From an optimization exercise on the open Yosys and OpenROAD flow, aimed at small area; shortcuts taken in it are not production practice. Only simulation tests tie the RTL to the original design; equivalence was not proved. Power and IR drop assume default switching activity.

`flow/config.mk`:
```
export PLATFORM = sky130hd
export DESIGN_NAME = reg_files
export DESIGN_NICKNAME = reg_files
export VERILOG_FILES = /design/flow/design.v
export SDC_FILE = /design/flow/constraint.sdc
export NUM_CORES = 4
export LEC_CHECK = 0
export CAP_MARGIN = 20
export CORE_MARGIN = 2
export CORE_UTILIZATION = 35
export SLEW_MARGIN = 20
export SYNTH_HIERARCHICAL = 1
export SYNTH_MINIMUM_KEEP_SIZE = 0
```
`flow/constraint.sdc`:
```
create_clock -name core_clock -period 6.5 [get_ports {CLK}]
set_input_delay 1.3000 -clock core_clock [delete_from_list [all_inputs] [get_ports {CLK}]]
set_output_delay 1.3000 -clock core_clock [all_outputs]
set_load 0.01 [all_outputs]
```
`flow/design.v`:
```
package regfile_pkg;
  localparam int DATA_W   = 32;
  localparam int ADDR_W   = 5;
  localparam int NUM_REGS = 2 ** ADDR_W;
  typedef logic [DATA_W-1:0] data_t;
  typedef logic [ADDR_W-1:0] addr_t;
  localparam addr_t REG_ZERO = 5'd0;
endpackage
module regfile_rd_port (
  input  regfile_pkg::addr_t                                        addr_i,
  input  logic [regfile_pkg::NUM_REGS-1:1]                          valid_i,
  input  logic                                                      phase_i,
  input  logic [regfile_pkg::NUM_REGS-1:1][regfile_pkg::DATA_W-1:0] mem_i,
  output regfile_pkg::data_t                                        data_o
);
  localparam int N = regfile_pkg::NUM_REGS;
  localparam int W = regfile_pkg::DATA_W;
  logic [3:0]   dec_lo;
  logic [7:0]   dec_hi;
  logic [N-1:1] sel;
  logic         idle_n;
  for (genvar k = 0; k < 4; k++) begin : g_lo
    assign dec_lo[k] = (addr_i[1:0] == 2'(k));
  end
  for (genvar k = 0; k < 8; k++) begin : g_hi
    assign dec_hi[k] = (addr_i[4:2] == 3'(k));
  end
  for (genvar i = 1; i < N; i++) begin : g_sel
    regfile_and3 u_sel (
      .a_i (valid_i[i]),
      .b_i (dec_hi[i/4]),
      .c_i (dec_lo[i%4]),
      .y_o (sel[i])
    );
  end
  assign idle_n = ~(phase_i & ~(|sel));
  for (genvar b = 0; b < W; b++) begin : g_bit
    logic [N-1:1] col;
    for (genvar i = 1; i < N; i++) begin : g_col
      assign col[i] = mem_i[i][b];
    end
    regfile_rd_bit u_bit (
      .sel_i  (sel),
      .col_i  (col),
      .idle_ni(idle_n),
      .phase_i(phase_i),
      .data_o (data_o[b])
    );
  end
endmodule
module regfile_rd_bit (
  input  logic [regfile_pkg::NUM_REGS-1:1] sel_i,
  input  logic [regfile_pkg::NUM_REGS-1:1] col_i,
  input  logic                             idle_ni,
  input  logic                             phase_i,
  output logic                             data_o
);
  logic [10:0] grp_n;
  logic [2:0]  part;
  for (genvar g = 0; g < 10; g++) begin : g_grp
    regfile_aoi222 u_aoi (
      .a_i (sel_i[3*g+3:3*g+1]),
      .b_i (col_i[3*g+3:3*g+1]),
      .y_no(grp_n[g])
    );
  end
  regfile_nand2 u_last (
    .a_i (sel_i[31]),
    .b_i (col_i[31]),
    .y_o (grp_n[10])
  );
  regfile_nand4 u_part0 (.a_i(grp_n[3:0]), .y_o(part[0]));
  regfile_nand4 u_part1 (.a_i(grp_n[7:4]), .y_o(part[1]));
  regfile_nand4 u_part2 (.a_i({idle_ni, grp_n[10:8]}), .y_o(part[2]));
  logic any;
  regfile_or3  u_any (.a_i(part), .y_o(any));
  regfile_xor2 u_out (.a_i(any), .b_i(phase_i), .y_o(data_o));
endmodule
module regfile_aoi222 (
  input  logic [2:0] a_i,
  input  logic [2:0] b_i,
  output logic       y_no
);
  assign y_no = ~(|(a_i & b_i));
endmodule
module regfile_and3 (
  input  logic a_i,
  input  logic b_i,
  input  logic c_i,
  output logic y_o
);
  assign y_o = a_i & b_i & c_i;
endmodule
module regfile_nand2 (
  input  logic a_i,
  input  logic b_i,
  output logic y_o
);
  assign y_o = ~(a_i & b_i);
endmodule
module regfile_nand4 (
  input  logic [3:0] a_i,
  output logic       y_o
);
  assign y_o = ~(&a_i);
endmodule
module regfile_or3 (
  input  logic [2:0] a_i,
  output logic       y_o
);
  assign y_o = |a_i;
endmodule
module regfile_xor2 (
  input  logic a_i,
  input  logic b_i,
  output logic y_o
);
  assign y_o = a_i ^ b_i;
endmodule
module reg_files (
  input  logic                                  CLK,
  input  logic                                  rst_n,
  input  logic [2*regfile_pkg::ADDR_W-1:0]      rs_rt,
  input  regfile_pkg::addr_t                    rwd,
  input  regfile_pkg::data_t                    wb_data,
  output regfile_pkg::data_t                    val_rs,
  output regfile_pkg::data_t                    val_rt
);
  localparam int N = regfile_pkg::NUM_REGS;
  localparam int W = regfile_pkg::DATA_W;
  logic                 phase_q;
  logic [N-1:1]         valid_q;
  logic [N-1:1]         wr, wr_n;
  regfile_pkg::data_t   wd;
  logic [N-1:1][W-1:0]  mem_q;
  always_ff @(posedge CLK or negedge rst_n) begin
    if (!rst_n) phase_q <= 1'b0;
    else        phase_q <= ~phase_q;
  end
  assign wd = wb_data ^ {W{phase_q}};
  for (genvar i = 1; i < N; i++) begin : g_reg
    assign wr[i]   = (rwd == regfile_pkg::addr_t'(i));
    assign wr_n[i] = ~wr[i];
    always_ff @(posedge CLK or negedge rst_n) begin
      if (!rst_n) valid_q[i] <= 1'b0;
      else        valid_q[i] <= valid_q[i] | wr[i];
    end
    for (genvar b = 0; b < W; b++) begin : g_bit
      regfile_bit u_bit (
        .CLK  (CLK),
        .wr_i (wr[i]),
        .wr_ni(wr_n[i]),
        .d_i  (wd[b]),
        .q_o  (mem_q[i][b])
      );
    end
  end
  regfile_rd_port u_rd_rs (
    .addr_i  (rs_rt[2*regfile_pkg::ADDR_W-1:regfile_pkg::ADDR_W]),
    .valid_i (valid_q),
    .phase_i (phase_q),
    .mem_i   (mem_q),
    .data_o  (val_rs)
  );
  regfile_rd_port u_rd_rt (
    .addr_i  (rs_rt[regfile_pkg::ADDR_W-1:0]),
    .valid_i (valid_q),
    .phase_i (phase_q),
    .mem_i   (mem_q),
    .data_o  (val_rt)
  );
endmodule
module regfile_bit (
  input  logic CLK,
  input  logic wr_i,
  input  logic wr_ni,
  input  logic d_i,
  output logic q_o
);
  always_ff @(posedge CLK) begin
    q_o <= ~((wr_ni | d_i) & (wr_i | q_o));
  end
endmodule
```
`flow/flow/run.sh`:
```
#!/bin/bash
# The standard layout (the standard.sh, ORFS from synthesis to the final layout), with two
# changes: the port buffers are the smallest buffer cell, and clock tree synthesis uses
# clkbuf_8 leaf buffers on larger sink clusters without dummy loads.
set -euo pipefail
bash standard.sh \
  "BUFFER_PORTS_ARGS=-buffer_cell sky130_fd_sc_hd__buf_1" \
  "CTS_ARGS=-sink_clustering_enable -repair_clock_nets -dont_use_dummy_load -buf_list sky130_fd_sc_hd__clkbuf_8 -sink_clustering_size 16 -sink_clustering_max_diameter 40" \
  finish > standard_flow.log 2>&1
```
`flow/standard.sh`:
```
#!/bin/bash
# synth_recipe.tcl (not shown) runs the flow's synth.tcl, then flattens the netlist and writes it again
# the make line also repeats each setting of config.mk as NAME=value (left out here)
make -C /OpenROAD-flow-scripts/flow DESIGN_CONFIG=/design/flow/config.mk WORK_HOME=/design/flow/orfs CLKGATE_MAP_FILE= SYNTH_SCRIPT=/design/flow/synth_recipe.tcl "${@:-finish}"
```
==> summary.md, run 1 <==
| Metric | Value |
|---|---|
| Worst Tran Pin Value | `1.26 ns` |
| Setup CP Type | `in2out` |
| FF+latch count, synth | `1024` |
| # rows | `120` |
| Kind of cell adding the most delay to the critical path | `simple AND/OR/NAND/NOR gates` |
| Post-placement cell area | `around 0.041 sq mm` |
| Total power draw | `15.7 mW` |
| Ys flop type | `dfxtp_1` |
| Setup-failing EPs final | `0` |
| WL per Instance | `37.0 um` |
| Detail Placement HPWL | `107000 um` |
| Post-cts gate resize count | `0` |
| Num ports | `~110` |
| GP Congestion | `between 0.9 and 1` |
| P_leak | `14.8 nW` |
| Worst-case clock buffer depth | `3` |
| DRT iter0 DRCs | `8770` |
| Cell taking the most area after synthesis | `dfxtp_1` |
| Slew HR | `15.9%` |
| Initial antenna violation count | `17` |
| Vias in the first global route | `37201` |
| PortBufs | `roughly 110` |
| Remaining DRCs | `0` |
| Fillers | `10311` |
| Setup crit end kind | `output pin` |
| CTS tree | `done` |
| Yosys cell types | `37` |
| Vias | `~40000` |
| Final Skew | `0.0979 ns` |
| Initial Util | `35.2%` |
| DR vias/cell | `7.78` |
| Sequential area share after synthesis | `55.1%` |
| Hold Fails Final Rpt | `0` |
| Worst hold slack | `0.470 ns` |
| Required time of the critical path | `5.20 ns` |
| CP Cell Sequence | `buf_1 > and2_1 > and3_2 > buf_4 > a222oi_1 > nand4_1 > or3_1 > xor2_1 > buf_1` |
| Final period util | `88.5%` |
| Post-Syn Area | `0.0375 sq mm` |
| Clock Latency Late Sink | `0.82 ns` |
| Post-Layout Inst Area | `0.0433 sq mm` |
| Top cells by area, synth | `dfxtp_1 (53%), a222oi_1 (17%), o22ai_1 (17%)` |
| Pwr Density | `363 mW/mm^2` |
| Final-stage net count | `about 3700` |
| Footprint of the multi-input gates | `~0.018 sq mm` |
| Max-slew violation count | `0` |
| GRT overflow | `0` |
| Mapped Avg Cell Area | `11.3 sq um` |
| Pre-Repair DR Iteration Count | `12` |
| Layout cells sized above 1 | `11.3%` |
| Post-synth EDFFs | `0` |
| DIE AREA | `0.110 sq mm` |
| Share of the synthesized area in the top cell type | `52.9%` |
| Htree depth | `3` |
| YS warnings | `8` |
| Clk pin slew, worst setup/hold paths | `0.04 ns` |
| # hold bufs at CTS | `0` |
| Fin crit period | `~5.8 ns` |
| RSZ-0062 raised after global routing | `false` |
| Syn_nets | `between 3000 and 4000` |
| Status | `complete, no violations` |
| Critical Path Max Stage Delay | `0.73 ns` |
| Pin count of the biggest net entering global routing | `37` |
| Maxcap violations | `0` |
| Synthesized instance count | `3321` |
| Max FO, Critical Path | `26` |
| Core Area | `between 0.1 and 0.15 sq mm` |
| Total CTS buffers | `120` |
| CP most frequent cell | `buf_1` |
| Area growth, synth to finish | `15.3%` |
| Worst Setup Start Kind | `primary input` |
| Die H | `331 um` |
| Final worst setup slack | `0.745 ns` |
| Clk sinks | `1024` |
| ANT nets after route | `0` |
| Ys async rst share | `3.13%` |
| Setup WS pre-CTS | `0.922 ns` |
| Worst min path class | `reg2reg` |
| Most frequent cells after synthesis | `dfxtp_1 (992), o22ai_1 (992), a222oi_1 (640)` |
| Final TNS setup | `0 ns` |
| Die width | `about 330 um` |
| Post-Route WL | `roughly 190000 um` |
| GRT Overall Usage | `32.3%` |
| First-pass GRT wire length | `264000 um` |
| Arr. time, crit path | `between 4 and 5 ns` |
| Post-CTS setup buffers | `0` |
| CP max stage cell | `nand4_1` |
| Max VDD drop | `approximately 0.00017 V` |
| WP buf/inv | `3` |
| Clock Tree Root | `clkbuf_8` |
| Max Clock Freq | `0.174 GHz` |
| Sequential Area | `0.0207 sq mm` |
==> sequential cells by signal, summed over array words and instances, names as in the netlist <==
register and cells:
g.g_bit.u_bit.q_o 992, valid_q 31, phase_q 1
==> cells by family (layout without fill, tap and decap cells) <==
| family | after synthesis | in the layout | share of synthesized area (%) |
|---|---|---|---|
| AOI/OAI and AO/OA | 1663 | 1663 | 34.2 |
| xor gates and xnor gates | 96 | 96 | 2.24 |
| buffers and inverters | 22 | 364 | 0.370 |
| DFF | 1024 | 1024 | 55.1 |
| other | 0 | 19 | 0 |
| and+or+nand+nor | 516 | 516 | 8.10 |
==> worst register-to-register path, delay by kind of cell, from the launching register on <==
family,cells,cell delay (ns)
XOR/XNOR,1,1.02
buffers and inverters,1,0.90
flip-flops,1,0.87
AO/OA/AOI/OAI,1,0.27
==> Yosys stat by module (local to each module, per instance), excerpt <==
| module | flops+latches | times used | cells inside | area, sq um |
|---|---|---|---|---|
| regfile_and3 | 0 | 62 | 1 | 6.26 |
| regfile_xor2 | 0 | 64 | 1 | 8.76 |
| regfile_bit | 1 | 992 | 2 | 26.3 |
| regfile_rd_port | 0 | 2 | 24 | 178 |
| regfile_or3 | 0 | 64 | 1 | 6.26 |
| regfile_nand2 | 0 | 64 | 1 | 3.75 |
| reg_files | 32 | 1 | 203 | 1910 |
| regfile_aoi222 | 0 | 640 | 1 | 10.0 |
| regfile_nand4 | 0 | 192 | 1 | 6.26 |
==> worst paths after layout <==
check	from	endpoint	slack (ns)	cells after the start
setup / recovery	rs_rt[5]	val_rs[0]	0.75	9
hold / removal	g_reg[6].g_bit[15].u_bit.q_o	g_reg[6].g_bit[15].u_bit.q_o	0.47	1
setup reg to reg	phase_q	g_reg[24].g_bit[11].u_bit.q_o	3.24	3
hold reg to reg	g_reg[6].g_bit[15].u_bit.q_o	g_reg[6].g_bit[15].u_bit.q_o	0.47	1
max in group asynchronous	rst_n	phase_q	5.27	1
min in group asynchronous	rst_n	phase_q	0.60	1
==> area by class of cell <==
| class | count | share of cell area (%) |
|---|---|---|
| Clock buffer | 120 | 3.82 |
| Antenna cell | 19 | 0.110 |
| Inverter | 1 | 0.00868 |
| Sequential cell | 1024 | 47.8 |
| Timing Repair Buffer | 243 | 3.74 |
| Multi-Input combinational cell | 2275 | 40.5 |
| Tap cell | 1403 | 4.06 |
==> metrics by stage <==
stage	std cells	util (%)
2_1_floorplan	3321	-
3_3_place_gp	4935	38.6
4_1_cts	5058	40.3
3_5_place_dp	4938	38.7
6_report	5085	40.5
5_1_grt	5080	40.5
==> cells in the final DEF, fill, tap and decap left out, types with 8 or more instances in the layout <==
| cell type | Yosys | routed |
|---|---|---|
| xor2_2 | 0 | 15 |
| nand2_1 | 98 | 83 |
| dfxtp_1 | 992 | 992 |
| buf_1 | 0 | 111 |
| a21o_1 | 31 | 31 |
| buf_4 | 5 | 120 |
| clkbuf_8 | 1 | 120 |
| and3_2 | 1 | 63 |
| nor2_4 | 0 | 31 |
| or3_1 | 64 | 64 |
| nand2_2 | 0 | 13 |
| a222oi_1 | 640 | 640 |
| nor4_1 | 8 | 8 |
| o22ai_1 | 992 | 992 |
| buf_16 | 0 | 10 |
| nand4_1 | 196 | 196 |
| xor2_1 | 96 | 64 |
| xor2_4 | 0 | 17 |
| dfrtp_1 | 32 | 31 |
| diode_2 | 0 | 19 |
==> metal layers <==
| metal | track usage (%) | part of all wire (%) |
|---|---|---|
| met1 | 40.9 | 36 |
| met2 | 44.8 | 40 |
| met5 | 1.61 | 0.16 |
| met4 | 23.6 | 7.9 |
| met3 | 11.7 | 16 |
==> power by group <==
part / total, mW / internal, mW / switching (mW) / leakage [nW]
logic: 2.59 / 1.10 / 1.48 / 5.23
registers: 9.25 / 7.97 / 1.28 / 8.73
clock network: 3.85 / 1.62 / 2.24 / 0.863
==> inputs of run 2 (changes only) <==
--- a/flow/flow/run.sh
+++ b/flow/flow/run.sh
@@ -6,4 +6,4 @@
 bash standard.sh \
   "BUFFER_PORTS_ARGS=-buffer_cell sky130_fd_sc_hd__buf_1" \
-  "CTS_ARGS=-sink_clustering_enable -repair_clock_nets -dont_use_dummy_load -buf_list sky130_fd_sc_hd__clkbuf_8 -sink_clustering_size 16 -sink_clustering_max_diameter 40" \
+  "CTS_ARGS=-sink_clustering_enable -repair_clock_nets -dont_use_dummy_load -buf_list sky130_fd_sc_hd__clkbuf_8 -sink_clustering_size 12 -sink_clustering_max_diameter 35" \
   finish > standard_flow.log 2>&1
==> run 2 against run 1 <==
Effect of this change:
- global-route usage grew 0.10 points
- first-iteration DRC count is 3.0% higher
- area after synthesis unchanged
- sequential share of layout area fell by 0.32 points
- die area is the same
- synthesized cell count unchanged
- clock-buffer cell count up 21
==> summary.md, run 2 <==
| Metric | Value |
|---|---|
| Status | `complete, no violations` |
| Pwr Density | `368 mW/mm^2 (+1.6%)` |
| FF+latch count, synth | `1024 (unchanged)` |
| Post-synth EDFFs | `0 (unchanged)` |
| GRT overflow | `0 (unchanged)` |
| Detail Placement HPWL | `107000 um (unchanged)` |
| Setup-failing EPs final | `0 (unchanged)` |
| Hold Fails Final Rpt | `0 (unchanged)` |
| Arr. time, crit path | `4.42 ns (-0.03 ns)` |
| FF-to-FF Start | `phase_q` |
| Initial Util | `35.2% (unchanged)` |
| Final period util | `87.9% (-0.60 points)` |
| Final-stage net count | `3735 (+0.57%)` |
| WL per Instance | `36.8 um (-0.54%)` |
| ANT nets after route | `0 (unchanged)` |
| Syn_nets | `3370 (unchanged)` |
| Fin crit period | `5.72 ns (-0.0392 ns)` |
| P_leak | `15.0 nW (+1.0%)` |
| DR vias/cell | `7.78 (about the same)` |
| Post-Route WL | `188000 um (-0.13%)` |
| Final worst setup slack | `0.784 ns (+0.0392 ns)` |
| Post-placement cell area | `0.0413 sq mm (unchanged)` |
| Critical Path Max Stage Delay | `0.49 ns (-0.24 ns)` |
| Required time of the critical path | `5.20 ns (about the same)` |
| Post-cts gate resize count | `0 (unchanged)` |
| Post-Layout Inst Area | `0.0435 sq mm (+0.67%)` |
| DRT iter0 DRCs | `9029 (+3.0%)` |
| Total power draw | `16.0 mW (+2.2%)` |
| Clk pin slew, worst setup/hold paths | `0.03 ns (about the same)` |
| Kind of cell adding the most delay to the critical path | `simple AND/OR/NAND/NOR gates` |
| Max VDD drop | `0.000168 V (-3.5%)` |
| Mapped Avg Cell Area | `11.3 sq um (unchanged)` |
| Area growth, synth to finish | `16.0%` |
| Pre-Repair DR Iteration Count | `13 (+1)` |
| WP buf/inv | `3 (unchanged)` |
| Slew HR | `16.6% (+0.71 points)` |
| Total CTS buffers | `141 (+18%)` |
| Max FO, Critical Path | `24 (-7.7%)` |
| Clock Tree Root | `clkbuf_8` |
| GRT Overall Usage | `32.4% (+0.10 points)` |
| Vias in the first global route | `37374 (+0.47%)` |
| Final Skew | `0.0634 ns (-0.0345 ns)` |
| Worst-case clock buffer depth | `3 (unchanged)` |
| Worst Setup Start Kind | `primary input` |
| Min-delay src | `g_reg[6].g_bit[15].u_bit.q_o` |
| Final cell count without fillers | `5106 (+0.41%)` |
| CP Cell Sequence | `buf_1 > nor3b_1 > and3_2 > nor4_1 > nand4_1 > or2_2 > buf_4 > nand4_1 > or3_1 > xor2_1 > buf_1` |
| Initial antenna violation count | `15 (-2)` |
| Vias | `39714 (+0.33%)` |
| FF-to-FF path depth | `3 (unchanged)` |
| Top reg by flops | `g.g_bit.u_bit.q_o` |
| Final TNS setup | `0 ns (unchanged)` |
| # rows | `120 (unchanged)` |
| Yosys cell types | `37 (unchanged)` |
| Max-slew violation count | `0 (unchanged)` |
| DIE AREA | `0.110 sq mm (unchanged)` |
| Post-Syn Area | `0.0375 sq mm (unchanged)` |
| Pin count of the biggest net entering global routing | `37 (unchanged)` |
| Max Clock Freq | `0.175 GHz (+0.69%)` |
| Remaining DRCs | `0 (unchanged)` |
| Ys async rst share | `3.13% (unchanged)` |
| Num ports | `113 (unchanged)` |
| Setup WS pre-CTS | `0.922 ns (unchanged)` |
| Sequential area share after synthesis | `55.1% (unchanged)` |
| Cell taking the most area after synthesis | `dfxtp_1` |
| First-pass GRT wire length | `265000 um (+0.18%)` |
| RSZ-0062 raised after global routing | `false` |
| Placed insts | `4938 (unchanged)` |
| CP max stage cell | `buf_4` |
| Synthesized instance count | `3321 (unchanged)` |
| CTS tree | `done` |
| Layout cells sized above 1 | `11.8% (+0.51 points)` |
| Clk sinks | `1024 (unchanged)` |
| Worst hold path cell count | `1 (unchanged)` |
| GP Congestion | `0.950 (unchanged)` |
| Die H | `331 um (unchanged)` |
| Worst Tran Pin Value | `1.25 ns (-0.00910 ns)` |
| Worst min path class | `reg2reg` |
| Top cells by area, synth | `dfxtp_1 (53%), a222oi_1 (17%), o22ai_1 (17%)` |
| Setup crit end kind | `output pin` |
| Core Area | `0.107 sq mm (unchanged)` |
| # hold bufs at CTS | `0 (unchanged)` |
| Htree depth | `4 (+1)` |
| Hold endpoint | `g_reg[6].g_bit[15].u_bit.q_o` |
| Ys flop type | `dfxtp_1` |
| Largest regs | `g.g_bit.u_bit.q_o (992), valid_q (31), phase_q (1)` |
| Maxcap violations | `0 (unchanged)` |
| Die width | `331 um (unchanged)` |
| Most frequent cells in the layout | `o22ai_1 (992), dfxtp_1 (992), a222oi_1 (640)` |
| Setup CP Type | `in2out` |
| PortBufs | `112 (unchanged)` |
| Reg-to-Reg End | `g_reg[23].g_bit[11].u_bit.q_o` |
| Post-CTS setup buffers | `0 (unchanged)` |
| Clock Latency Late Sink | `0.86 ns (+0.04 ns)` |
| Share of the synthesized area in the top cell type | `52.9% (unchanged)` |
| Max reg flops | `992 (unchanged)` |
| Most frequent cells after synthesis | `dfxtp_1 (992), o22ai_1 (992), a222oi_1 (640)` |
| R2r setup slk | `3.28 ns (+0.04 ns)` |
| YS warnings | `8 (unchanged)` |
[run 2: worst max path at each step]
stage / endpoint / start / cells past startpoint
after global placement: val_rs[5] / rs_rt[6] / 11
after global routing: val_rs[4] / rs_rt[8] / 11
final: val_rt[15] / rs_rt[3] / 11
after detailed placement: val_rs[7] / rs_rt[6] / 11
after floorplan: val_rs[0] / rs_rt[6] / 8
after CTS: val_rs[7] / rs_rt[6] / 11
[run 2: per-module statistics from Yosys (local to each module, per instance), excerpt]
module	copies in the design	cells inside
regfile_or3	64	1
regfile_rd_port	2	24
regfile_nand4	192	1
regfile_aoi222	640	1
regfile_xor2	64	1
reg_files	1	203
[run 2: kinds of logic (layout without fill, tap and decap cells)]
group                  Yosys count  in the layout  synth area share (%)
other                            0             19                     0
AO/OA/AOI/OAI                 1663           1663                  34.2
flip-flops                    1024           1024                  55.1
AND/OR/NAND/NOR                516            516                  8.10
XOR/XNOR                        96             96                  2.24
buffers and inverters           22            385                 0.370
[run 2: cell type report]
cell class / instances / area (sq um)
multi-input cells: 2275 / 17500
flip-flops and latches: 1024 / 20700
diodes: 19 / 47.5
repair buffers: 243 / 1620
inverters: 1 / 3.75
fillers: 10271 / 63200
well taps: 1403 / 1760
clock buffers: 141 / 1940
[run 2: report_power, final]
group / internal (mW) / total, mW / switching [mW] / leakage, nW
sequential: 7.97 / 9.26 / 1.28 / 8.73
combinational: 1.10 / 2.58 / 1.48 / 5.23
clock: 1.91 / 4.20 / 2.29 / 1.01
[run 2: stage by stage]
stage,util (%),hold slack [ns]
finish,40.8,0.471
CTS,40.5,0.468
floorplan,-,0.434
global placement,38.6,0.448
global route,40.8,0.480
detailed placement,38.7,0.459
[run 2: metal layers]
layer	vias up	track usage, %	wire length [um]	share of wire [%]
li1	16020	-	-	-
met1	19141	40.9	68500	36
met2	3764	45.2	75100	40
met3	783	11.7	28700	15
met4	6	23.8	15600	8.3
met5	-	0	41	0.022
==> inputs of run 3 (changes only) <==
--- a/flow/flow/run.sh
+++ b/flow/flow/run.sh
@@ -6,4 +6,4 @@
 bash standard.sh \
   "BUFFER_PORTS_ARGS=-buffer_cell sky130_fd_sc_hd__buf_1" \
-  "CTS_ARGS=-sink_clustering_enable -repair_clock_nets -dont_use_dummy_load -buf_list sky130_fd_sc_hd__clkbuf_8 -sink_clustering_size 12 -sink_clustering_max_diameter 35" \
+  "CTS_ARGS=-sink_clustering_enable -repair_clock_nets -dont_use_dummy_load -buf_list sky130_fd_sc_hd__clkbuf_8 -sink_clustering_size 14 -sink_clustering_max_diameter 60" \
   finish > standard_flow.log 2>&1
==> run 3 against run 2 <==
Effect of this change:
- combinational power about the same
- largest cell class unchanged
- still clean on timing, DRC and antenna
- critical path type unchanged
- first-iteration DRC count down 2.9%
- die area unchanged
- critical path depth unchanged
- non-clock buffer count down 1
- via count down 1.0%
- sequential cell count unchanged
- register-to-register slack worse by 0.04 ns
- setup slack worse by 0.054 ns
- fmax down 0.93%
==> summary.md, run 3 <==
| Metric | Value |
|---|---|
| Hold Fails Final Rpt | `0 (unchanged)` |
| Cell taking the most area after synthesis | `dfxtp_1` |
| Top reg by flops | `g.g_bit.u_bit.q_o` |
| Worst Tran Pin Value | `1.25 ns (+0.00263 ns)` |
| Yosys cell types | `37 (unchanged)` |
| DIE AREA | `0.110 sq mm (unchanged)` |
| Max Clock Freq | `0.173 GHz (-0.93%)` |
| Post-placement cell area | `0.0413 sq mm (unchanged)` |
| Largest regs | `g.g_bit.u_bit.q_o (992), valid_q (31), phase_q (1)` |
| GRT Overall Usage | `32.3% (-0.092 points)` |
| Post-Syn Area | `0.0375 sq mm (unchanged)` |
| Kind of cell adding the most delay to the critical path | `simple AND/OR/NAND/NOR gates` |
| Fillers | `10354 (+0.81%)` |
| # hold bufs at CTS | `0 (unchanged)` |
| Max FO, Critical Path | `28 (+17%)` |
| Required time of the critical path | `5.20 ns (about the same)` |
| Max VDD drop | `0.000147 V (-12%)` |
| # rows | `120 (unchanged)` |
| Max reg flops | `992 (unchanged)` |
| Final TNS setup | `0 ns (unchanged)` |
| Ys async rst share | `3.13% (unchanged)` |
| FF+latch count, synth | `1024 (unchanged)` |
| Worst-case clock buffer depth | `3 (unchanged)` |
| Post-synth EDFFs | `0 (unchanged)` |
| Ys flop type | `dfxtp_1` |
| Die width | `331 um (unchanged)` |
| Initial Util | `35.2% (unchanged)` |
| Critical Path Max Stage Delay | `0.79 ns (+0.30 ns)` |
| ANT nets after route | `0 (unchanged)` |
| Total CTS buffers | `85 (-40%)` |
| Die H | `331 um (unchanged)` |
| Pin count of the biggest net entering global routing | `37 (unchanged)` |
| Setup-failing EPs final | `0 (unchanged)` |
| Vias in the first global route | `36877 (-1.3%)` |
| Clock Latency Late Sink | `0.76 ns (-0.10 ns)` |
| DR vias/cell | `7.79 (+0.16%)` |
| Post-cts gate resize count | `0 (unchanged)` |
| Setup crit end kind | `output pin` |
| Worst Setup Start Kind | `primary input` |
| GRT overflow | `0 (unchanged)` |
| GP Congestion | `0.950 (unchanged)` |
| Fin crit period | `5.77 ns (+0.0536 ns)` |
| WL per Instance | `37.3 um (+1.4%)` |
| Pwr Density | `353 mW/mm^2 (-4.1%)` |
| Worst min path class | `reg2reg` |
| Status | `complete, no violations` |
| Area growth, synth to finish | `13.9%` |
| Maxcap violations | `0 (unchanged)` |
| Clock Tree Root | `clkbuf_8` |
| RSZ-0062 raised after global routing | `false` |
| Layout cells sized above 1 | `10.4% (-1.4 points)` |
| PortBufs | `112 (unchanged)` |
| Final period util | `88.8% (+0.82 points)` |
| P_leak | `14.6 nW (-2.8%)` |
| Vias | `39310 (-1.0%)` |
| Most frequent cells after synthesis | `dfxtp_1 (992), o22ai_1 (992), a222oi_1 (640)` |
| Final-stage net count | `3678 (-1.5%)` |
| Most frequent cells in the layout | `o22ai_1 (992), dfxtp_1 (992), a222oi_1 (640)` |
| Pre-Repair DR Iteration Count | `13 (unchanged)` |
| YS warnings | `8 (unchanged)` |
| Num ports | `113 (unchanged)` |
| Detail Placement HPWL | `107000 um (unchanged)` |
| Syn_nets | `3370 (unchanged)` |
| Final Skew | `0.0686 ns (+0.00521 ns)` |
| Post-Layout Inst Area | `0.0427 sq mm (-1.9%)` |
| Share of the synthesized area in the top cell type | `52.9% (unchanged)` |
| Top cells by area, synth | `dfxtp_1 (53%), a222oi_1 (17%), o22ai_1 (17%)` |
| WP buf/inv | `3 (unchanged)` |
| Core Area | `0.107 sq mm (unchanged)` |
| Setup CP Type | `in2out` |
| Clk sinks | `1024 (unchanged)` |
| Clk pin slew, worst setup/hold paths | `0.06 ns (+0.03 ns)` |
| Post-CTS setup buffers | `0 (unchanged)` |
| DRT iter0 DRCs | `8768 (-2.9%)` |
| CTS tree | `done` |
| Remaining DRCs | `0 (unchanged)` |
| Sequential area share after synthesis | `55.1% (unchanged)` |
| Arr. time, crit path | `4.47 ns (+0.05 ns)` |
| Max-slew violation count | `0 (unchanged)` |
| CP max stage cell | `and3_2` |
| Initial antenna violation count | `14 (-1)` |
| Slew HR | `16.4% (-0.18 points)` |
| CP Cell Sequence | `buf_1 > nor2_1 > and3_2 > nor4_1 > nand4_1 > or2_1 > buf_4 > nand4_1 > or3_1 > xor2_1 > buf_1` |
| Post-Route WL | `188000 um (+0.19%)` |
| Htree depth | `3 (-1)` |
| Mapped Avg Cell Area | `11.3 sq um (unchanged)` |
| First-pass GRT wire length | `264000 um (-0.17%)` |
| Synthesized instance count | `3321 (unchanged)` |
run 3: metal layers:
layer  GRT usage [%]  vias to the layer above  wire length, um
met5           0.130                        -               98
met4            22.2                        8            14300
met3            11.4                      686            29000
met2            45.5                     3696            76000
met1            41.2                    19023            68800
li1                -                    15897                -
run 3: cell families after synthesis:
| kind of cell | count (synthesis) | share of synthesized area (%) |
|---|---|---|
| flops | 1024 | 55.1 |
| simple gates | 516 | 8.10 |
| xor+xnor | 96 | 2.24 |
| buf+inv | 22 | 0.370 |
| compound gates | 1663 | 34.2 |
run 3: power breakdown:
part | internal (mW) | switching, mW
Clock | 1.17 | 2.12
Sequential | 7.96 | 1.28
Combinational | 1.10 | 1.48
Total | 10.2 | 4.87
run 3: worst paths after layout:
path / start / end / slack, ns / cells after the start
setup / recovery: rs_rt[6] / val_rs[12] / 0.73 / 11
hold / removal: g_reg[4].g_bit[16].u_bit.q_o / g_reg[4].g_bit[16].u_bit.q_o / 0.48 / 1
setup reg to reg: phase_q / g_reg[24].g_bit[11].u_bit.q_o / 3.24 / 3
hold reg to reg: g_reg[4].g_bit[16].u_bit.q_o / g_reg[4].g_bit[16].u_bit.q_o / 0.48 / 1
max in group asynchronous: rst_n / phase_q / 5.24 / 1
min in group asynchronous: rst_n / valid_q[22] / 0.64 / 1
run 3: stage by stage:
step	setup WS [ns]	util [%]	total power, mW	instances	hold slack [ns]
6_report	0.731	40.0	15.1	5046	0.477
3_3_place_gp	0.879	38.6	11.7	4935	0.448
3_5_place_dp	0.922	38.7	11.8	4938	0.459
4_1_cts	0.916	39.8	14.9	5023	0.477
2_1_floorplan	1.41	-	10.6	3321	0.434
5_1_grt	0.604	40.0	15.7	5042	0.489
run 3: layout make-up:
type	count	area, sq um	share of cell area [%]
well taps	1403	1760	4.11
inverters	1	3.75	0.00878
clock buffers	85	1170	2.74
repair buffers	242	1590	3.72
flip-flops and latches	1024	20700	48.4
diodes	16	40.0	0.0937
multi-input cells	2275	17500	41.0
run 3: worst register-to-register path, cell delays in order (launching register included):
cell	delay, ns
dfrtp_4	0.86
buf_4	0.91
xor2_4	1.02
o22ai_1	0.25
run 3: per-module statistics from Yosys (local to each module, per instance), a selection:
module	flip-flops and latches	area, sq um
reg_files	32	1910
regfile_and3	0	6.26
regfile_aoi222	0	10.0
regfile_bit	1	26.3
regfile_nand2	0	3.75
regfile_nand4	0	6.26
regfile_or3	0	6.26
regfile_rd_port	0	178
regfile_xor2	0	8.76
==> inputs of run 4 (changes only) <==
--- a/flow/config.mk
+++ b/flow/config.mk
@@ -8,5 +8,5 @@
 export CAP_MARGIN = 20
 export CORE_MARGIN = 2
-export CORE_UTILIZATION = 35
+export CORE_UTILIZATION = 42
 export SLEW_MARGIN = 20
 export SYNTH_HIERARCHICAL = 1
==> run 4 against run 3 <==
Effect of this change:
- largest cell class unchanged
- sequential share of layout area is 0.51 points higher
- via count is 0.62% higher
- routed wire length is 2.4% lower
- sequential cell count stayed put
- setup slack worse by 0.025 ns
- hold slack worse by 0.0042 ns
- first-iteration DRC count is 6.7% higher
- critical path depth is 1 lower
- clock power is 4% higher
- die area is 16% lower
==> summary.md, run 4 <==
| Metric | Value |
|---|---|
| Ys async rst share | `3.13% (unchanged)` |
| # hold bufs at CTS | `0 (unchanged)` |
| Post-Syn Area | `0.0375 sq mm (unchanged)` |
| Post-CTS setup buffers | `0 (unchanged)` |
| YS warnings | `8 (unchanged)` |
| First-pass GRT wire length | `260000 um (-1.7%)` |
| Share of the synthesized area in the top cell type | `52.9% (unchanged)` |
| Mapped Avg Cell Area | `11.3 sq um (unchanged)` |
| Max VDD drop | `0.000178 V (+21%)` |
| Initial Util | `42.4% (+7.2 points)` |
| FF+latch count, synth | `1024 (unchanged)` |
| Max layer used | `met5` |
| GRT Overall Usage | `38.4% (+6.1 points)` |
| Vias | `39553 (+0.62%)` |
| Setup-failing EPs final | `0 (unchanged)` |
| Htree depth | `3 (unchanged)` |
| Largest family of logic cells by synthesized area | `compound AO/OA/AOI/OAI gates` |
| # rows | `109 (-9.2%)` |
| Vias in the first global route | `37343 (+1.3%)` |
| Core Area | `0.0885 sq mm (-17%)` |
| Kind of cell adding the most delay to the critical path | `simple AND/OR/NAND/NOR gates` |
| Syn_nets | `3370 (unchanged)` |
| Post-synthesis simple-gate area fraction | `8.10% (unchanged)` |
| Status | `complete, no violations` |
| Cell taking the most area after synthesis | `dfxtp_1` |
| Largest regs | `g.g_bit.u_bit.q_o (992), valid_q (31), phase_q (1)` |
| Top reg by flops | `g.g_bit.u_bit.q_o` |
| Clock Tree Root | `clkbuf_8` |
| DR vias/cell | `8.23 (+5.7%)` |
| Layout cells sized above 1 | `11.0% (+0.53 points)` |
| Fillers | `8133 (-21%)` |
| Fraction of the mapped netlist area in adder cells | `0% (unchanged)` |
| Top cells by area, synth | `dfxtp_1 (53%), a222oi_1 (17%), o22ai_1 (17%)` |
| Clock Latency Late Sink | `0.79 ns (+0.03 ns)` |
| Compound-Gate Fraction of Synth Area | `34.2% (unchanged)` |
| Max-slew violation count | `0 (unchanged)` |
| Die H | `303 um (-8.6%)` |
| CTS tree | `done` |
| Post-Layout Inst Area | `0.0423 sq mm (-1.1%)` |
| Final period util | `89.2% (+0.39 points)` |
| PortBufs | `112 (unchanged)` |
| Met2 WL | `72600 um (-4.4%)` |
| Post-synth EDFFs | `0 (unchanged)` |
| Arr. time, crit path | `4.49 ns (+0.02 ns)` |
| Worst min path class | `reg2reg` |
| Setup CP Type | `in2out` |
| Post-Route WL | `184000 um (-2.4%)` |
| Pwr Density | `359 mW/mm^2 (+1.6%)` |
| Final Skew | `0.0449 ns (-0.0237 ns)` |
| Ys flop type | `dfxtp_1` |
| Sequential area share after synthesis | `55.1% (unchanged)` |
| Post-cts gate resize count | `0 (unchanged)` |
| RSZ-0062 raised after global routing | `false` |
| Remaining DRCs | `0 (unchanged)` |
| WL per Instance | `38.2 um (+2.5%)` |
| Pre-Repair DR Iteration Count | `19 (+6)` |
| Mux cell area share after synthesis | `0% (unchanged)` |
| Required time of the critical path | `5.20 ns (about the same)` |
| Clk sinks | `1024 (unchanged)` |
| CP Cell Sequence | `buf_1 > nor2b_1 > and3_2 > nor4_1 > nand4_1 > or2_2 > nand4_1 > or3_1 > xor2_1 > buf_1` |
| Die width | `303 um (-8.6%)` |
| Critical Path Max Stage Delay | `0.82 ns (+0.03 ns)` |
| Area growth, synth to finish | `12.7%` |
| Initial antenna violation count | `7 (-7)` |
| Final-stage net count | `3685 (+0.19%)` |
| Maxcap violations | `0 (unchanged)` |
| Max FO, Critical Path | `25 (-11%)` |
| DIE AREA | `0.0917 sq mm (-16%)` |
| Most frequent cells in the layout | `o22ai_1 (992), dfxtp_1 (992), a222oi_1 (640)` |
| Num ports | `113 (unchanged)` |
| Synthesized instance count | `3321 (unchanged)` |
| CP max stage cell | `or2_2` |
| Max Clock Freq | `0.173 GHz (-0.44%)` |
| Setup crit end kind | `output pin` |
| DRT iter0 DRCs | `9353 (+6.7%)` |
| Fin crit period | `5.79 ns (+0.0254 ns)` |
| Clk pin slew, worst setup/hold paths | `0.05 ns (about the same)` |
| Pin count of the biggest net entering global routing | `42 (+14%)` |
| Detail Placement HPWL | `99700 um (-6.6%)` |
| Post-placement cell area | `0.0409 sq mm (-1.1%)` |
| Met3 Routed Length | `29200 um (+0.53%)` |
| Total CTS buffers | `92 (+8.2%)` |
| Max reg flops | `992 (unchanged)` |
| Most frequent cells after synthesis | `dfxtp_1 (992), o22ai_1 (992), a222oi_1 (640)` |
| Final TNS setup | `0 ns (unchanged)` |
| Slew HR | `15.2% (-1.2 points)` |
| Hold Fails Final Rpt | `0 (unchanged)` |
| Worst Setup Start Kind | `primary input` |
| GRT overflow | `0 (unchanged)` |
| M1 wire length | `67600 um (-1.7%)` |
| ANT nets after route | `0 (unchanged)` |
| XOR/XNOR Fraction of Synth Area | `2.24% (unchanged)` |
| P_leak | `14.6 nW (about the same)` |
| Yosys cell types | `37 (unchanged)` |
| Worst Tran Pin Value | `1.27 ns (+0.0167 ns)` |
| WP buf/inv | `2 (-1)` |
| GP Congestion | `0.911 (-4.0%)` |
| Worst-case clock buffer depth | `3 (unchanged)` |
## run 4: changes by cell type in the layout (fill, tap and decap cells not counted)
cell	before	now
nand2_2	13	26
or2_1	1	0
buf_16	9	5
nand2_1	83	71
diode_2	16	6
or2_2	2	3
buf_4	120	124
nand2_4	2	1
xor2_2	15	30
clkbuf_8	85	92
xor2_4	17	2
## run 4: path summary, 6_finish.rpt
check / startpoint / end / slack (ns) / depth (start not counted)
setup / recovery: rs_rt[5] / val_rs[23] / 0.71 / 10
hold / removal: g_reg[30].g_bit[17].u_bit.q_o / g_reg[30].g_bit[17].u_bit.q_o / 0.47 / 1
setup reg to reg: phase_q / g_reg[6].g_bit[25].u_bit.q_o / 3.11 / 5
hold reg to reg: g_reg[30].g_bit[17].u_bit.q_o / g_reg[30].g_bit[17].u_bit.q_o / 0.47 / 1
max in group asynchronous: rst_n / phase_q / 5.24 / 1
min in group asynchronous: rst_n / valid_q[16] / 0.64 / 1
## run 4: kinds of logic after synthesis
| group | after synthesis |
|---|---|
| flip-flops | 1024 |
| AO/OA/AOI/OAI | 1663 |
| AND/OR/NAND/NOR | 516 |
| XOR/XNOR | 96 |
| buffers and inverters | 22 |
## run 4: final cells by class
class	count	area, sq um	area share [%]
sequential	1024	20700	48.9
multi-input combinational	2275	17400	41.1
antenna	6	15.0	0.0355
timing repair buffer	242	1510	3.57
inverter	1	3.75	0.00888
clock buffer	92	1270	2.99
tap	1165	1460	3.45
## run 4: routing by layer
metal / GRT usage, % / up-vias
li1: - / 15887
met1: 49.3 / 19055
met2: 53.2 / 3795
met3: 14.9 / 804
met4: 25.3 / 12
met5: 1.40 / -
## run 4: per-stage QoR
step | cells | setup slack (ns) | power [mW] | utilization (%) | hold slack (ns)
3_5_place_dp | 4703 | 0.940 | 11.7 | 46.2 | 0.458
6_report | 4805 | 0.705 | 15.2 | 47.8 | 0.473
3_3_place_gp | 4701 | 0.952 | 11.6 | 46.1 | 0.449
4_1_cts | 4795 | 0.938 | 15.0 | 47.6 | 0.471
5_1_grt | 4800 | 0.704 | 15.7 | 47.8 | 0.485
2_1_floorplan | 3321 | 1.41 | 10.6 | - | 0.434
## run 4: power breakdown
| part | internal [mW] | total [mW] | switching, mW |
|---|---|---|---|
| sequential | 7.96 | 9.23 | 1.27 |
| clock | 1.26 | 3.41 | 2.15 |
| combinational | 1.10 | 2.54 | 1.44 |
| total | 10.3 | 15.2 | 4.86 |
## run 4: per-module statistics from Yosys (local to each module, per instance), a selection
module,cells,flip-flops and latches
regfile_nand2,1,0
regfile_nand4,1,0
regfile_xor2,1,0
regfile_aoi222,1,0
regfile_or3,1,0
reg_files,203,32
regfile_rd_port,24,0
==> inputs of run 5 (changes only) <==
--- a/flow/design.v
+++ b/flow/design.v
@@ -19,5 +19,5 @@
   logic [7:0]   dec_hi;
   logic [N-1:1] sel;
-  logic         idle_n;
+  logic         flip;
   for (genvar k = 0; k < 4; k++) begin : g_lo
     assign dec_lo[k] = (addr_i[1:0] == 2'(k));
@@ -34,5 +34,5 @@
     );
   end
-  assign idle_n = ~(phase_i & ~(|sel));
+  assign flip = phase_i & (|sel);
   for (genvar b = 0; b < W; b++) begin : g_bit
     logic [N-1:1] col;
@@ -43,6 +43,5 @@
       .sel_i  (sel),
       .col_i  (col),
-      .idle_ni(idle_n),
-      .phase_i(phase_i),
+      .flip_i (flip),
       .data_o (data_o[b])
     );
@@ -52,6 +51,5 @@
   input  logic [regfile_pkg::NUM_REGS-1:1] sel_i,
   input  logic [regfile_pkg::NUM_REGS-1:1] col_i,
-  input  logic                             idle_ni,
-  input  logic                             phase_i,
+  input  logic                             flip_i,
   output logic                             data_o
 );
@@ -72,8 +70,8 @@
   regfile_nand4 u_part0 (.a_i(grp_n[3:0]), .y_o(part[0]));
   regfile_nand4 u_part1 (.a_i(grp_n[7:4]), .y_o(part[1]));
-  regfile_nand4 u_part2 (.a_i({idle_ni, grp_n[10:8]}), .y_o(part[2]));
+  regfile_nand3 u_part2 (.a_i(grp_n[10:8]), .y_o(part[2]));
   logic any;
   regfile_or3  u_any (.a_i(part), .y_o(any));
-  regfile_xor2 u_out (.a_i(any), .b_i(phase_i), .y_o(data_o));
+  regfile_xor2 u_out (.a_i(any), .b_i(flip_i), .y_o(data_o));
 endmodule
 module regfile_aoi222 (
@@ -98,4 +96,10 @@
 );
   assign y_o = ~(a_i & b_i);
+endmodule
+module regfile_nand3 (
+  input  logic [2:0] a_i,
+  output logic       y_o
+);
+  assign y_o = ~(&a_i);
 endmodule
 module regfile_nand4 (
--- a/flow/flow/run.sh
+++ b/flow/flow/run.sh
@@ -6,4 +6,4 @@
 bash standard.sh \
   "BUFFER_PORTS_ARGS=-buffer_cell sky130_fd_sc_hd__buf_1" \
-  "CTS_ARGS=-sink_clustering_enable -repair_clock_nets -dont_use_dummy_load -buf_list sky130_fd_sc_hd__clkbuf_8 -sink_clustering_size 14 -sink_clustering_max_diameter 60" \
+  "CTS_ARGS=-sink_clustering_enable -repair_clock_nets -dont_use_dummy_load -buf_list sky130_fd_sc_hd__clkbuf_8 -sink_clustering_size 15 -sink_clustering_max_diameter 70" \
   finish > standard_flow.log 2>&1
==> run 5 against run 4 <==
Effect of this change:
- core utilization fell by 0.096 points
- first-iteration DRC count fell by 1.9%
- final area fell by 0.35%
- power fell by 0.47%
- combinational power rose by 5%
- critical path depth fell by 1
- routed wire length fell by 2.9%
- global-route usage fell by 1.1 points
- area after synthesis fell by 0.33%
- sequential share of layout area rose by 0.17 points
- non-clock buffer count fell by 20
==> summary.md, run 5 <==
| Metric | Value |
|---|---|
| Pin count of the biggest net entering global routing | `36 (-14%)` |
| Yosys cell types | `36 (-2.7%)` |
| FF-to-FF path depth | `3 (-2)` |
| Worst Tran Pin Value | `1.25 ns (-0.0207 ns)` |
| # hold bufs at CTS | `0 (unchanged)` |
| Post-cts gate resize count | `0 (unchanged)` |
| Syn_nets | `3370 (unchanged)` |
| Pwr Density | `359 mW/mm^2 (-0.12%)` |
| Post-synth EDFFs | `0 (unchanged)` |
| Cell taking the most area after synthesis | `dfxtp_1` |
| Placed insts | `4678 (-0.53%)` |
| Total CTS buffers | `80 (-13%)` |
| Area growth, synth to finish | `12.7% (about the same)` |
| Maxcap violations | `0 (unchanged)` |
| Detail Placement HPWL | `103000 um (+3.0%)` |
| Ys async rst share | `3.13% (unchanged)` |
| Mapped Avg Cell Area | `11.3 sq um (-0.33%)` |
| Num ports | `113 (unchanged)` |
| Post-Route WL | `178000 um (-2.9%)` |
| Slew HR | `16.7% (+1.5 points)` |
| Remaining DRCs | `0 (unchanged)` |
| Clock Latency Late Sink | `0.75 ns (-0.04 ns)` |
| Worst Setup Start Kind | `primary input` |
| DR vias/cell | `8.10 (-1.6%)` |
| Hold endpoint | `g_reg[14].g_bit[2].u_bit.q_o` |
| Htree depth | `3 (unchanged)` |
| FF+latch count, synth | `1024 (unchanged)` |
| P_leak | `15.0 nW (+2.8%)` |
| YS warnings | `8 (unchanged)` |
| Clk pin slew, worst setup/hold paths | `0.10 ns (+0.05 ns)` |
| Reg-to-Reg End | `g_reg[22].g_bit[10].u_bit.q_o` |
| Final cell count without fillers | `4775 (-0.62%)` |
| Largest regs | `g.g_bit.u_bit.q_o (992), valid_q (31), phase_q (1)` |
| Final worst setup slack | `0.541 ns (-0.164 ns)` |
| Ys flop type | `dfxtp_1` |
| Worst hold path cell count | `1 (unchanged)` |
| WL per Instance | `37.4 um (-2.3%)` |
| RSZ-0062 raised after global routing | `false` |
| Setup WS pre-CTS | `0.883 ns (-0.0578 ns)` |
| Post-layout util | `47.7% (-0.096 points)` |
| Synthesized instance count | `3321 (unchanged)` |
| Post-CTS setup buffers | `0 (unchanged)` |
| Top reg by flops | `g.g_bit.u_bit.q_o` |
| Clock Tree Root | `clkbuf_8` |
| Max-slew violation count | `0 (unchanged)` |
| Max reg flops | `992 (unchanged)` |
| Initial antenna violation count | `5 (-2)` |
| Initial Util | `42.3% (-0.073 points)` |
| Setup-failing EPs final | `0 (unchanged)` |
| Share of the synthesized area in the top cell type | `53.1% (+0.17 points)` |
| Required time of the critical path | `5.20 ns (about the same)` |
| Fin crit period | `5.96 ns (+0.164 ns)` |
| Sequential area share after synthesis | `55.2% (+0.18 points)` |
| DRT iter0 DRCs | `9173 (-1.9%)` |
| Top cells by area, synth | `dfxtp_1 (53%), a222oi_1 (17%), o22ai_1 (17%)` |
| Min-delay src | `g_reg[14].g_bit[2].u_bit.q_o` |
| GRT Overall Usage | `37.4% (-1.1 points)` |
| Post-Syn Area | `0.0374 sq mm (-0.33%)` |
| Die width | `302 um (-0.16%)` |
| Max FO, Critical Path | `33 (+32%)` |
| FF-to-FF Start | `phase_q` |
| Total power draw | `15.1 mW (-0.47%)` |
| CP most frequent cell | `buf_1` |
| Final-stage net count | `3653 (-0.87%)` |
| Arr. time, crit path | `4.66 ns (+0.17 ns)` |
| Worst min path class | `reg2reg` |
| GRT overflow | `0 (unchanged)` |
| Status | `complete, no violations` |
| Hold Fails Final Rpt | `0 (unchanged)` |
| Most frequent cells in the layout | `o22ai_1 (992), dfxtp_1 (992), a222oi_1 (640)` |
| DIE AREA | `0.0915 sq mm (-0.32%)` |
| Final period util | `91.7% (+2.5 points)` |
| CP Cell Sequence | `buf_1 > nor2b_1 > and3_2 > nor4_1 > nand4_1 > o21a_2 > buf_4 > xor2_1 > buf_1` |
| Core Area | `0.0884 sq mm (-0.15%)` |
| Vias in the first global route | `36387 (-2.6%)` |
| Vias | `38675 (-2.2%)` |
| Max Clock Freq | `0.168 GHz (-2.8%)` |
| Final Skew | `0.0562 ns (+0.0113 ns)` |
| First-pass GRT wire length | `253000 um (-2.7%)` |
| CP max stage cell | `and3_2` |
| # rows | `109 (unchanged)` |
| Die H | `302 um (-0.16%)` |
| Most frequent cells after synthesis | `dfxtp_1 (992), o22ai_1 (992), a222oi_1 (640)` |
| Final TNS setup | `0 ns (unchanged)` |
| Max VDD drop | `0.000163 V (-8.0%)` |
| Setup CP Type | `in2out` |
| Clk sinks | `1024 (unchanged)` |
| PortBufs | `112 (unchanged)` |
| GP Congestion | `0.954 (+4.6%)` |
| Setup crit end kind | `output pin` |
| Critical Path Max Stage Delay | `1.14 ns (+0.32 ns)` |
| ANT nets after route | `0 (unchanged)` |
| R2r setup slk | `4.35 ns (+1.24 ns)` |
| CTS tree | `done` |
| Worst-case clock buffer depth | `3 (unchanged)` |
| Layout cells sized above 1 | `9.97% (-1.0 points)` |
| Pre-Repair DR Iteration Count | `14 (-5)` |
run 5: metrics by stage:
step,hold WS (ns),cell area [sq um]
after detailed placement,0.459,40800
final,0.479,42100
after floorplan,0.434,37400
after global routing,0.490,42100
after CTS,0.478,41900
after global placement,0.449,40400
run 5: cell type report:
cell class / instances / area (sq um)
antenna: 8 / 20.0
clock buffer: 80 / 1100
multi-input combinational: 2275 / 17200
tap: 1165 / 1460
fill: 8230 / 46200
sequential: 1024 / 20700
inverter: 1 / 3.75
timing repair buffer: 222 / 1670
run 5: worst max-delay path, delay by kind of cell:
family / cells / cell delay [ns]
and+or+nand+nor: 4 / 2.03
xor gates and xnor gates: 1 / 0.51
AOI/OAI and AO/OA: 1 / 0.14
buffers and inverters: 3 / 0.68
run 5: power breakdown:
part | switching [mW] | total, mW | internal (mW)
sequential | 1.28 | 9.25 | 7.96
clock | 2.10 | 3.20 | 1.11
combinational | 1.52 | 2.66 | 1.14
run 5: worst max path at each step:
| stage | cells after the start | startpoint | endpoint | slack, ns |
|---|---|---|---|---|
| floorplan | 6 | rs_rt[9] | val_rs[0] | 1.34 |
| global placement | 9 | rs_rt[5] | val_rs[3] | 0.95 |
| detailed placement | 9 | rs_rt[5] | val_rs[3] | 0.88 |
| CTS | 9 | rs_rt[5] | val_rs[3] | 0.88 |
| global route | 9 | rs_rt[0] | val_rt[17] | 0.64 |
| finish | 9 | rs_rt[0] | val_rt[17] | 0.54 |
run 5: metal layers:
metal	share of wire [%]	vias up	track usage, %
li1	-	15770	-
met1	36	18550	48.7
met2	40	3600	51.6
met3	16	749	12.6
met4	8.1	6	26.5
met5	0.10	-	1.19
run 5: kinds of logic (layout without fill, tap and decap cells):
logic type | after synthesis | after routing | share of synthesized area, %
compound gates | 1665 | 1665 | 34.4
xor+xnor | 96 | 96 | 2.25
buf+inv | 22 | 303 | 0.371
flops | 1024 | 1024 | 55.2
other cells | 0 | 8 | 0
simple gates | 514 | 514 | 7.76
run 5: modules after synthesis (local to each module, per instance), a selection:
module,area (sq um),copies in the design
reg_files,1910,1
regfile_and3,6.26,62
regfile_aoi222,10.0,640
regfile_bit,26.3,992
regfile_nand2,3.75,64
regfile_nand3,5.00,64
regfile_nand4,6.26,128
regfile_or3,6.26,64
regfile_rd_port,156,2
regfile_xor2,8.76,64
==> inputs of run 6 (changes only) <==
--- a/flow/flow/run.sh
+++ b/flow/flow/run.sh
@@ -6,4 +6,4 @@
 bash standard.sh \
   "BUFFER_PORTS_ARGS=-buffer_cell sky130_fd_sc_hd__buf_1" \
-  "CTS_ARGS=-sink_clustering_enable -repair_clock_nets -dont_use_dummy_load -buf_list sky130_fd_sc_hd__clkbuf_8 -sink_clustering_size 15 -sink_clustering_max_diameter 70" \
+  "CTS_ARGS=-sink_clustering_enable -repair_clock_nets -dont_use_dummy_load -buf_list sky130_fd_sc_hd__clkbuf_8 -sink_clustering_size 16 -sink_clustering_max_diameter 80" \
   finish > standard_flow.log 2>&1
--- a/flow/config.mk
+++ b/flow/config.mk
@@ -8,5 +8,5 @@
 export CAP_MARGIN = 20
 export CORE_MARGIN = 2
-export CORE_UTILIZATION = 42
+export CORE_UTILIZATION = 40
 export SLEW_MARGIN = 20
 export SYNTH_HIERARCHICAL = 1
==> run 6 against run 5 <==
Effect of this change:
- synthesized cell count did not move
- largest power group unchanged
- global-route usage fell by 1.2 points
- register-to-register slack got worse by 0.18 ns
- setup slack improved by 0.052 ns
- still clean
==> summary.md, run 6 <==
| Metric | Value |
|---|---|
| Post-cts gate resize count | `0 (unchanged)` |
| PortBufs | `112 (unchanged)` |
| ANT nets after route | `0 (unchanged)` |
| Remaining DRCs | `0 (unchanged)` |
| Most frequent cells in the layout | `o22ai_1 (992), dfxtp_1 (992), a222oi_1 (640)` |
| Die H | `310 um (+2.4%)` |
| WL per Instance | `37.2 um (-0.32%)` |
| CTS tree | `done` |
| Vias in the first global route | `36525 (+0.38%)` |
| # hold bufs at CTS | `0 (unchanged)` |
| Final worst setup slack | `0.593 ns (+0.0515 ns)` |
| Final Skew | `0.0557 ns (-0.000501 ns)` |
| Ys async rst share | `3.13% (unchanged)` |
| RSZ-0062 raised after global routing | `false` |
| Most frequent cells after synthesis | `dfxtp_1 (992), o22ai_1 (992), a222oi_1 (640)` |
| Setup crit end kind | `output pin` |
| Sequential area share after synthesis | `55.2% (unchanged)` |
| Initial antenna violation count | `5 (unchanged)` |
| Max-slew violation count | `0 (unchanged)` |
| Area growth, synth to finish | `12.3%` |
| Combinational fraction of design power | `17.8% (+0.2 points)` |
| Post-synth EDFFs | `0 (unchanged)` |
| Worst setup startpoint | `rs_rt[1]` |
| Post-Layout Inst Area | `0.0420 sq mm (-0.29%)` |
| Syn_nets | `3370 (unchanged)` |
| Placed insts | `4796 (+2.5%)` |
| Status | `complete, no violations` |
| Share of the synthesized area in the top cell type | `53.1% (unchanged)` |
| Vias | `38947 (+0.70%)` |
| Post-CTS setup buffers | `0 (unchanged)` |
| Core Area | `0.0930 sq mm (+5.3%)` |
| Yosys cell types | `36 (unchanged)` |
| Top cells by area, synth | `dfxtp_1 (53%), a222oi_1 (17%), o22ai_1 (17%)` |
| Total CTS buffers | `74 (-7.5%)` |
| Layout cells sized above 1 | `10.1% (+0.091 points)` |
| P_leak | `15.0 nW (about the same)` |
| Worst Setup Start Kind | `primary input` |
| Max reg flops | `992 (unchanged)` |
| Htree depth | `3 (unchanged)` |
| Setup CP Type | `in2out` |
| Arr. time, crit path | `4.61 ns (-0.05 ns)` |
| Post-Syn Area | `0.0374 sq mm (unchanged)` |
| Cell taking the most area after synthesis | `dfxtp_1` |
| Final-stage net count | `3670 (+0.47%)` |
| Ys flop type | `dfxtp_1` |
| Fin crit period | `5.91 ns (-0.0515 ns)` |
| Slew HR | `15.1% (-1.6 points)` |
| Clk pin slew, worst setup/hold paths | `0.05 ns (-0.05 ns)` |
| R2r setup slk | `4.17 ns (-0.18 ns)` |
| Worst Tran Pin Value | `1.27 ns (+0.0217 ns)` |
| FF+latch count, synth | `1024 (unchanged)` |
| Int Pwr | `10.1 mW (-0.82%)` |
| YS warnings | `8 (unchanged)` |
| Min-delay src | `g_reg[17].g_bit[28].u_bit.q_o` |
| GP Congestion | `0.933 (-2.2%)` |
| Required time of the critical path | `5.20 ns (about the same)` |
| Initial Util | `40.2% (-2.1 points)` |
| GRT Overall Usage | `36.1% (-1.2 points)` |
| DRT iter0 DRCs | `8933 (-2.6%)` |
| Synthesized instance count | `3321 (unchanged)` |
| Final period util | `90.9% (-0.79 points)` |
| Mapped Avg Cell Area | `11.3 sq um (unchanged)` |
| DR vias/cell | `7.98 (-1.4%)` |
| Setup-failing EPs final | `0 (unchanged)` |
| Num ports | `113 (unchanged)` |
| Largest regs | `g.g_bit.u_bit.q_o (992), valid_q (31), phase_q (1)` |
| Clk pwr share | `20.6% (-0.6 points)` |
| Post-Route WL | `182000 um (+1.9%)` |
| Total power draw | `15.0 mW (-0.59%)` |
| DIE AREA | `0.0960 sq mm (+4.9%)` |
| Detail Placement HPWL | `106000 um (+3.7%)` |
| Final TNS setup | `0 ns (unchanged)` |
| Pre-Repair DR Iteration Count | `17 (+3)` |
| First-pass GRT wire length | `256000 um (+1.0%)` |
| Net Sw Frac | `32.6% (+0.15 points)` |
| Setup WS pre-CTS | `0.838 ns (-0.0446 ns)` |
| Final cell count without fillers | `4879 (+2.2%)` |
| GRT overflow | `0 (unchanged)` |
| # rows | `112 (+2.8%)` |
| FF-to-FF Start | `phase_q` |
| Worst-case clock buffer depth | `3 (unchanged)` |
| Psw | `4.89 mW (-0.12%)` |
| Max Clock Freq | `0.169 GHz (+0.87%)` |
| Post-placement cell area | `0.0409 sq mm (+0.29%)` |
| Post-layout util | `45.2% (-2.5 points)` |
| Worst min path class | `reg2reg` |
| Maxcap violations | `0 (unchanged)` |
| Max VDD drop | `0.000140 V (-14%)` |
| Fraction of power consumed by sequential logic | `61.6% (+0.4 points)` |
| Clock Tree Root | `clkbuf_8` |
| Clk sinks | `1024 (unchanged)` |
| Fillers | `8813 (+7.1%)` |
| Pwr Density | `358 mW/mm^2 (-0.30%)` |
| Pin count of the biggest net entering global routing | `34 (-5.6%)` |
| Worst hold slack | `0.475 ns (-0.00430 ns)` |
| Clock Latency Late Sink | `0.76 ns (about the same)` |
| Top reg by flops | `g.g_bit.u_bit.q_o` |
| Hold Fails Final Rpt | `0 (unchanged)` |
| Die width | `310 um (+2.4%)` |
| Max FO, Critical Path | `33 (unchanged)` |
==> run 6: cell counts after synthesis <==
Identical to the previous run, type by type.
==> run 6: final timing paths <==
check,end,depth (start not counted)
max,val_rt[29],9
min,g_reg[17].g_bit[28].u_bit.q_o,1
max reg2reg,g_reg[13].g_bit[10].u_bit.q_o,4
min reg2reg,g_reg[17].g_bit[28].u_bit.q_o,1
max in group asynchronous,phase_q,1
min in group asynchronous,valid_q[6],1
==> run 6: routing by layer <==
metal | vias up | track usage (%) | routed length [um]
li1 | 15779 | - | -
met1 | 18751 | 46.0 | 65800
met2 | 3609 | 49.7 | 72000
met3 | 794 | 14.2 | 28900
met4 | 14 | 25.3 | 14900
met5 | - | 0.910 | 172
==> run 6: critical path, stage by stage <==
cell	delay, ns
buf_1	0.14
nor2_1	0.41
and3_2	1.05
nor4_1	0.18
nand4_1	0.15
o21a_2	0.42
buf_4	0.44
xor2_1	0.32
buf_1	0.19
==> run 6: cells by family after synthesis <==
logic type | after synthesis | synth area share, %
compound gates | 1665 | 34.4
flops | 1024 | 55.2
simple gates | 514 | 7.76
xor+xnor | 96 | 2.25
buf+inv | 22 | 0.371
==> run 6: area by class of cell <==
type,instances,area (sq um),share of cell area (%)
clock buffers,74,1020,2.42
multi-input cells,2275,17200,40.9
diodes,6,15.0,0.0357
inverters,1,3.75,0.00893
flip-flops and latches,1024,20700,49.2
repair buffers,245,1550,3.68
well taps,1254,1570,3.73
==> run 6: per-module statistics from Yosys, one instance, submodules excluded, excerpt <==
module / cells / flops+latches / area (sq um) / times used
regfile_aoi222: 1 / 0 / 10.0 / 640
regfile_nand2: 1 / 0 / 3.75 / 64
regfile_xor2: 1 / 0 / 8.76 / 64
reg_files: 203 / 32 / 1910 / 1
regfile_rd_port: 24 / 0 / 156 / 2
regfile_nand4: 1 / 0 / 6.26 / 128
regfile_and3: 1 / 0 / 6.26 / 62
regfile_bit: 2 / 1 / 26.3 / 992
regfile_nand3: 1 / 0 / 5.00 / 64
regfile_or3: 1 / 0 / 6.26 / 64
==> run 6: power by group through the flow <==
stage	Sequential [mW]	Clock [mW]	Combinational (mW)
2_1_floorplan	8.99	0	1.69
3_3_place_gp	9.29	0	2.51
3_5_place_dp	9.28	0	2.61
4_1_cts	9.18	3.08	2.60
5_1_grt	9.43	3.32	2.85
6_report	9.25	3.09	2.68

==> afterwards: timing with drivers on the ports <==
How much do the figures lean on ideal ports? The routed layouts below were timed once more, with nothing changed but the port constraints.
Step 1 (the two cells are an assumption about what drives the block):
set clk [get_ports {CLK}]
set_driving_cell -lib_cell sky130_fd_sc_hd__clkbuf_16 $clk
set_driving_cell -lib_cell sky130_fd_sc_hd__buf_2 [delete_from_list [all_inputs] $clk]
Step 2 also shifts input and output timing later by t, the mid clock arrival at the registers, as if the neighbouring blocks saw the same clock.
Slacks: ideal / step 1 / step 2; pairs: ideal / step 1.
run	shift t [ns]	setup slack, ns	latest minus earliest clock arrival (ns)
run 1	0.851	0.745 / 0.687 / 0.687	0.127 / 0.128
run 2	0.870	0.784 / 0.725 / 0.725	0.106 / 0.106
run 3	0.804	0.731 / 0.673 / 0.673	0.083 / 0.083
run 4	0.808	0.705 / 0.677 / 0.677	0.081 / 0.081
run 5	0.775	0.541 / 0.501 / 0.501	0.080 / 0.080
run 6	0.792	0.593 / 0.569 / 0.569	0.070 / 0.069
After both steps every run listed still meets setup and hold. The setup slack of run 2, which loses most, moves by -0.059 ns with the drivers and by -0.059 ns with both steps.
